From an optimization exercise on the open Yosys and OpenROAD flow, aimed at small area; shortcuts taken in it are not production practice. Function was checked by simulation only, so behaviour that the tests miss may differ from the original. Power is estimated from default activity; no workload was simulated.

## build 4
==> flow/design.v <==
package dam_pkg;
	localparam int CFG_IDX_W  = 3;
	localparam int CFG_DATA_W = 5;
	localparam logic [CFG_IDX_W-1:0] REG_MAPPING_MODE   = 3'd0;
	localparam logic [CFG_IDX_W-1:0] REG_MOP_LOG2       = 3'd1;
	localparam logic [CFG_IDX_W-1:0] REG_PERMUTE_ENABLE = 3'd2;
	localparam logic [CFG_IDX_W-1:0] REG_CHANNEL_BITS   = 3'd3;
	localparam logic [CFG_IDX_W-1:0] REG_BANKGROUP_BITS = 3'd4;
	localparam logic [CFG_IDX_W-1:0] REG_BANK_BITS      = 3'd5;
	localparam logic [CFG_IDX_W-1:0] REG_COLUMN_BITS    = 3'd6;
	localparam logic [CFG_IDX_W-1:0] REG_CACHE_SET_BITS = 3'd7;
	typedef struct packed {
		logic       mapping_mode;
		logic [3:0] mop_log2;
		logic       permute_enable;
		logic [2:0] channel_bits;
		logic [2:0] bankgroup_bits;
		logic [2:0] bank_bits;
		logic [3:0] column_bits;
		logic [4:0] cache_set_bits;
	} cfg_t;
	typedef struct packed {
		logic        req_type;
		logic [63:0] address;
		logic [7:0]  new_bank_index;
	} req_t;
endpackage
module dam_cfg_regs (
	input  logic                           clk,
	input  logic                           arst_n,
	input  logic                           cfg_we,
	input  logic [dam_pkg::CFG_IDX_W-1:0]  cfg_index,
	input  logic [dam_pkg::CFG_DATA_W-1:0] cfg_wdata,
	output dam_pkg::cfg_t                  cfg
);
	dam_pkg::cfg_t cfg_q;
	always_ff @(posedge clk or negedge arst_n) begin
		if (!arst_n) begin
			cfg_q.mapping_mode   <= 1'b0;
			cfg_q.mop_log2       <= 4'd2;
			cfg_q.permute_enable <= 1'b0;
			cfg_q.channel_bits   <= 3'd1;
			cfg_q.bankgroup_bits <= 3'd2;
			cfg_q.bank_bits      <= 3'd2;
			cfg_q.column_bits    <= 4'd7;
			cfg_q.cache_set_bits <= 5'd11;
		end else if (cfg_we) begin
			case (cfg_index)
				dam_pkg::REG_MAPPING_MODE:   cfg_q.mapping_mode   <= cfg_wdata[0];
				dam_pkg::REG_MOP_LOG2:       cfg_q.mop_log2       <= cfg_wdata[3:0];
				dam_pkg::REG_PERMUTE_ENABLE: cfg_q.permute_enable <= cfg_wdata[0];
				dam_pkg::REG_CHANNEL_BITS:   cfg_q.channel_bits   <= cfg_wdata[2:0];
				dam_pkg::REG_BANKGROUP_BITS: cfg_q.bankgroup_bits <= cfg_wdata[2:0];
				dam_pkg::REG_BANK_BITS:      cfg_q.bank_bits      <= cfg_wdata[2:0];
				dam_pkg::REG_COLUMN_BITS:    cfg_q.column_bits    <= cfg_wdata[3:0];
				default:                     cfg_q.cache_set_bits <= cfg_wdata[4:0];
			endcase
		end
	end
	assign cfg = cfg_q;
endmodule
module dam_map_logic (
	input  dam_pkg::cfg_t cfg,
	input  dam_pkg::req_t req,
	output logic [3:0]    channel,
	output logic [3:0]    bankgroup,
	output logic [3:0]    bank,
	output logic [15:0]   row,
	output logic [7:0]    flat_bank,
	output logic [63:0]   rewritten_address
);
	logic [57:0] a6;
	logic [3:0]  ch_pos;
	logic [4:0]  bg_pos;
	logic [3:0]  n_bits;
	logic [5:0]  row_pos;
	logic [5:0]  end_pos;
	logic [3:0]  ch_win;
	logic [13:0] bg_win, perm_win, x_win;
	logic [6:0]  ba_win;
	logic [6:0]  bg_v, ba_v;
	logic [7:0]  bg_sh;
	logic [35:0] ins;
	assign a6 = req.address[63:6];
	assign ch_pos  = cfg.mapping_mode ? 4'd0 : cfg.mop_log2;
	assign bg_pos  = 5'(ch_pos) + 5'(cfg.channel_bits) + 5'(cfg.mapping_mode);
	assign n_bits  = 4'(cfg.bankgroup_bits) + 4'(cfg.bank_bits);
	assign row_pos = 6'(cfg.channel_bits) + 6'(n_bits) + 6'(cfg.column_bits);
	assign end_pos = 6'(bg_pos) + 6'(n_bits);
	logic [13:0] cs_win;
	dam_rsh #(.IW(19), .OW(4),  .SW(4)) u_ch (.d(a6[18:0]), .s(ch_pos),  .q(ch_win));
	dam_rsh #(.IW(36), .OW(14), .SW(5)) u_bg (.d(a6[35:0]), .s(bg_pos),  .q(bg_win));
	dam_rsh #(.IW(45), .OW(14), .SW(5)) u_cs (.d(a6[44:0]), .s(cfg.cache_set_bits), .q(cs_win));
	dam_rsh #(.IW(14), .OW(7),  .SW(3)) u_ba (.d(x_win),    .s(cfg.bankgroup_bits), .q(ba_win));
	dam_rsh #(.IW(52), .OW(16), .SW(6)) u_row (.d(a6[51:0]), .s(row_pos), .q(row));
	assign perm_win = cfg.permute_enable ? cs_win : 14'd0;
	assign x_win    = bg_win ^ perm_win;
	always_comb begin
		for (int i = 0; i < 4; i++)
			channel[i] = ch_win[i] & (3'(i) < cfg.channel_bits);
		for (int i = 0; i < 7; i++) begin
			bg_v[i] = x_win[i] & (3'(i) < cfg.bankgroup_bits);
			ba_v[i] = ba_win[i] & (3'(i) < cfg.bank_bits);
		end
	end
	assign bankgroup = bg_v[3:0];
	assign bank      = ba_v[3:0];
	assign bg_sh     = 8'({1'b0, bg_v} << cfg.bank_bits);
	assign flat_bank = bg_sh | {1'b0, ba_v};
	logic [7:0]  nbi_m;
	logic [35:0] keep;
	logic [35:0] st [6];
	logic [4:0]  p_gt_h, p_eq_h, e_le_h, e_eq_h;
	logic [7:0]  p_gt_l, e_le_l;
	always_comb begin
		for (int i = 0; i < 8; i++)
			nbi_m[i] = req.new_bank_index[i] & req.req_type & (4'(i) < n_bits);
		st[0] = {28'd0, nbi_m};
		for (int j = 0; j < 5; j++)
			st[j+1] = bg_pos[j] ? (st[j] << (1 << j)) : st[j];
		for (int h = 0; h < 5; h++) begin
			p_gt_h[h] = req.req_type & ({1'b0, bg_pos[4:3]} > 3'(h));
			p_eq_h[h] = req.req_type & ({1'b0, bg_pos[4:3]} == 3'(h));
			e_le_h[h] = req.req_type & (end_pos[5:3] < 3'(h));
			e_eq_h[h] = req.req_type & (end_pos[5:3] == 3'(h));
		end
		for (int l = 0; l < 8; l++) begin
			p_gt_l[l] = bg_pos[2:0] > 3'(l);
			e_le_l[l] = end_pos[2:0] <= 3'(l);
		end
		for (int k = 0; k < 36; k++)
			keep[k] = p_gt_h[k/8] | e_le_h[k/8] | (p_eq_h[k/8] & p_gt_l[k%8])
				| (e_eq_h[k/8] & e_le_l[k%8]);
	end
	assign ins = st[5];
	always_comb begin
		rewritten_address = req.address & {64{req.req_type}};
		for (int k = 0; k < 36; k++)
			rewritten_address[k+6] = (req.address[k+6] & keep[k]) | ins[k];
	end
endmodule
module dam_rsh #(
	parameter int IW = 16,
	parameter int OW = 8,
	parameter int SW = 3
) (
	input  logic [IW-1:0] d,
	input  logic [SW-1:0] s,
	output logic [OW-1:0] q
);
	logic [IW-1:0] st [SW+1];
	always_comb begin
		st[SW] = d;
		for (int j = SW-1; j >= 0; j--)
			st[j] = s[j] ? (st[j+1] >> (1 << j)) : st[j+1];
	end
	assign q = st[0][OW-1:0];
endmodule
module dram_address_mapper_core #(
	parameter int BLOCK_OFFSET_BITS = 6,
	parameter int ROW_BITS          = 16
) (
	input  logic                           clk,
	input  logic                           arst_n,
	input  logic                           req_valid,
	output logic                           req_ready,
	input  logic                           req_type,
	input  logic [63:0]                    req_address,
	input  logic [7:0]                     req_new_bank_index,
	output logic                           rsp_valid,
	input  logic                           rsp_ready,
	output logic [3:0]                     rsp_channel,
	output logic [3:0]                     rsp_bankgroup,
	output logic [3:0]                     rsp_bank,
	output logic [15:0]                    rsp_row,
	output logic [7:0]                     rsp_flat_bank,
	output logic [63:0]                    rsp_rewritten_address,
	input  logic                           cfg_we,
	input  logic [dam_pkg::CFG_IDX_W-1:0]  cfg_index,
	input  logic [dam_pkg::CFG_DATA_W-1:0] cfg_wdata
);
	dam_pkg::cfg_t cfg;
	dam_pkg::req_t req_s1;
	logic          valid_s1;
	logic          valid_s2;
	logic          advance;
	logic [3:0]    map_channel, map_bankgroup, map_bank;
	logic [15:0]   map_row;
	logic [7:0]    map_flat_bank;
	logic [63:0]   map_rewritten_address;
	dam_cfg_regs u_cfg (
		.clk       (clk),
		.arst_n    (arst_n),
		.cfg_we    (cfg_we),
		.cfg_index (cfg_index),
		.cfg_wdata (cfg_wdata),
		.cfg       (cfg)
	);
	assign advance   = !valid_s2 || rsp_ready;
	assign req_ready = !valid_s1 || advance;
	always_ff @(posedge clk or negedge arst_n) begin
		if (!arst_n) begin
			valid_s1 <= 1'b0;
		end else if (req_ready) begin
			valid_s1 <= req_valid;
		end
	end
	always_ff @(posedge clk) begin
		if (req_ready) begin
			req_s1.req_type       <= req_type;
			req_s1.address        <= req_address;
			req_s1.new_bank_index <= req_new_bank_index;
		end
	end
	dam_map_logic u_map (
		.cfg               (cfg),
		.req               (req_s1),
		.channel           (map_channel),
		.bankgroup         (map_bankgroup),
		.bank              (map_bank),
		.row               (map_row),
		.flat_bank         (map_flat_bank),
		.rewritten_address (map_rewritten_address)
	);
	always_ff @(posedge clk or negedge arst_n) begin
		if (!arst_n) begin
			valid_s2 <= 1'b0;
		end else if (advance) begin
			valid_s2 <= valid_s1;
		end
	end
	always_ff @(posedge clk) begin
		if (advance) begin
			rsp_channel           <= map_channel;
			rsp_bankgroup         <= map_bankgroup;
			rsp_bank              <= map_bank;
			rsp_row               <= map_row;
			rsp_flat_bank         <= map_flat_bank;
			rsp_rewritten_address <= map_rewritten_address;
		end
	end
	assign rsp_valid = valid_s2;
endmodule
Settings: LEC_CHECK=0, CAP_MARGIN=5, CORE_MARGIN=2, CORE_UTILIZATION=57, GPL_TIMING_DRIVEN=0, SLEW_MARGIN=5; clock period 7.5 ns.
standard.sh (not shown) runs the stock make flow with config.mk's settings and CLKGATE_MAP_FILE= SYNTH_SCRIPT=/design/flow/synth_recipe.tcl, a recipe that flattens the netlist after the stock synthesis.
==> flow/flow/run.sh <==
#!/bin/bash
# Standard layout with three changes: the synthesis maps the logic with an
# area-oriented ABC script (flow/abc_small.script) in place of ORFS's, the
# port buffers are made from the smallest buffer cell, and clock tree
# synthesis inserts no dummy loads. Everything else, registers included, is
# the standard synthesis and layout.
set -euo pipefail
here=$(pwd)
export FLOW_ABC_SCRIPT="$here/flow/abc_small.script"
{
	head -n 1 synth_recipe.tcl
	cat <<'TCL'
proc abc {args} {
  set i [lsearch -exact $args -script]
  if {$i >= 0} { lset args [expr {$i + 1}] $::env(FLOW_ABC_SCRIPT) }
  yosys abc {*}$args
}
TCL
	tail -n +2 synth_recipe.tcl
} > flow_synth.tcl
export BUFFER_PORTS_ARGS="-buffer_cell sky130_fd_sc_hd__buf_1"
export CTS_ARGS="-sink_clustering_enable -repair_clock_nets -buf_list sky130_fd_sc_hd__clkbuf_8 -dont_use_dummy_load"
vars=("SYNTH_SCRIPT=$here/flow_synth.tcl" "BUFFER_PORTS_ARGS=$BUFFER_PORTS_ARGS" "CTS_ARGS=$CTS_ARGS")
bash standard.sh "${vars[@]}" synth > synth.log 2>&1
bash standard.sh "${vars[@]}" finish > layout.log 2>&1
==> flow/flow/abc_small.script <==
strash
dc2
dch -f
amap
strash
dch -f
amap
strash
dch -f
amap
topo
dnsize -c
Input-level comparison between build 84 and build 4:
- changing CORE_UTILIZATION from 57 to 50
## What came out
Between build 84 and build 4, the power in the clock group does not differ in any meaningful way. Compared to build 4, build 84 has cell total after placement about 1% higher. Build 84: site row count is 5.8% higher than what build 4 reported. Build 84 against build 4: met2 wire length went up, power comparable. Compared with build 4, in build 84 shortest period the worst path allows decreased 53 ps; final weighted congestion in routability-driven placement fell by 2.6%; final area neither gained nor lost much; slack of the critical path grew by 53 ps.
### build 84 -> build 89
--- a/flow/flow/run.sh
+++ b/flow/flow/run.sh
@@ -20,5 +20,5 @@
 } > flow_synth.tcl
 export BUFFER_PORTS_ARGS="-buffer_cell sky130_fd_sc_hd__buf_1"
-export CTS_ARGS="-sink_clustering_enable -repair_clock_nets -buf_list sky130_fd_sc_hd__clkbuf_8 -dont_use_dummy_load"
+export CTS_ARGS="-sink_clustering_enable -repair_clock_nets -buf_list sky130_fd_sc_hd__clkbuf_16 -dont_use_dummy_load"
 vars=("SYNTH_SCRIPT=$here/flow_synth.tcl" "BUFFER_PORTS_ARGS=$BUFFER_PORTS_ARGS" "CTS_ARGS=$CTS_ARGS")
 bash standard.sh "${vars[@]}" synth > synth.log 2>&1
--- outcome ---
- Looking at setup slack, build 89 sits 16 ps below build 84.
- Compared with build 84, in build 89 share of final layout cell area taken by clock buffers and inverters has increased, met1 track demand over resource level, fraction of area in registers moved down.

[afterwards: timing with drivers on the ports]
How much do the figures lean on ideal ports? The routed layouts below were timed once more, with nothing changed but the port constraints. Step 1 (the two cells are an assumption about what drives the block):
set clk [get_ports {clk}]
set_driving_cell -lib_cell sky130_fd_sc_hd__clkbuf_16 $clk
set_driving_cell -lib_cell sky130_fd_sc_hd__buf_2 [delete_from_list [all_inputs] $clk]
Step 2 also shifts input and output timing later by t, the mid clock arrival at the registers, as if the neighbouring blocks saw the same clock. Slacks: ideal / step 1 / step 2; pairs: ideal / step 1.
run | t, ns | setup WS [ns] | hold WS [ns]
build 4 | 0.526 | 0.553 / 0.553 / 0.553 | 0.498 / 0.498 / 0.498
build 84 | 0.520 | 0.607 / 0.607 / 0.607 | 0.484 / 0.484 / 0.484
build 89 | 0.480 | 0.591 / 0.591 / 0.591 | 0.481 / 0.481 / 0.481
After both steps setup and hold are still met in every run listed.
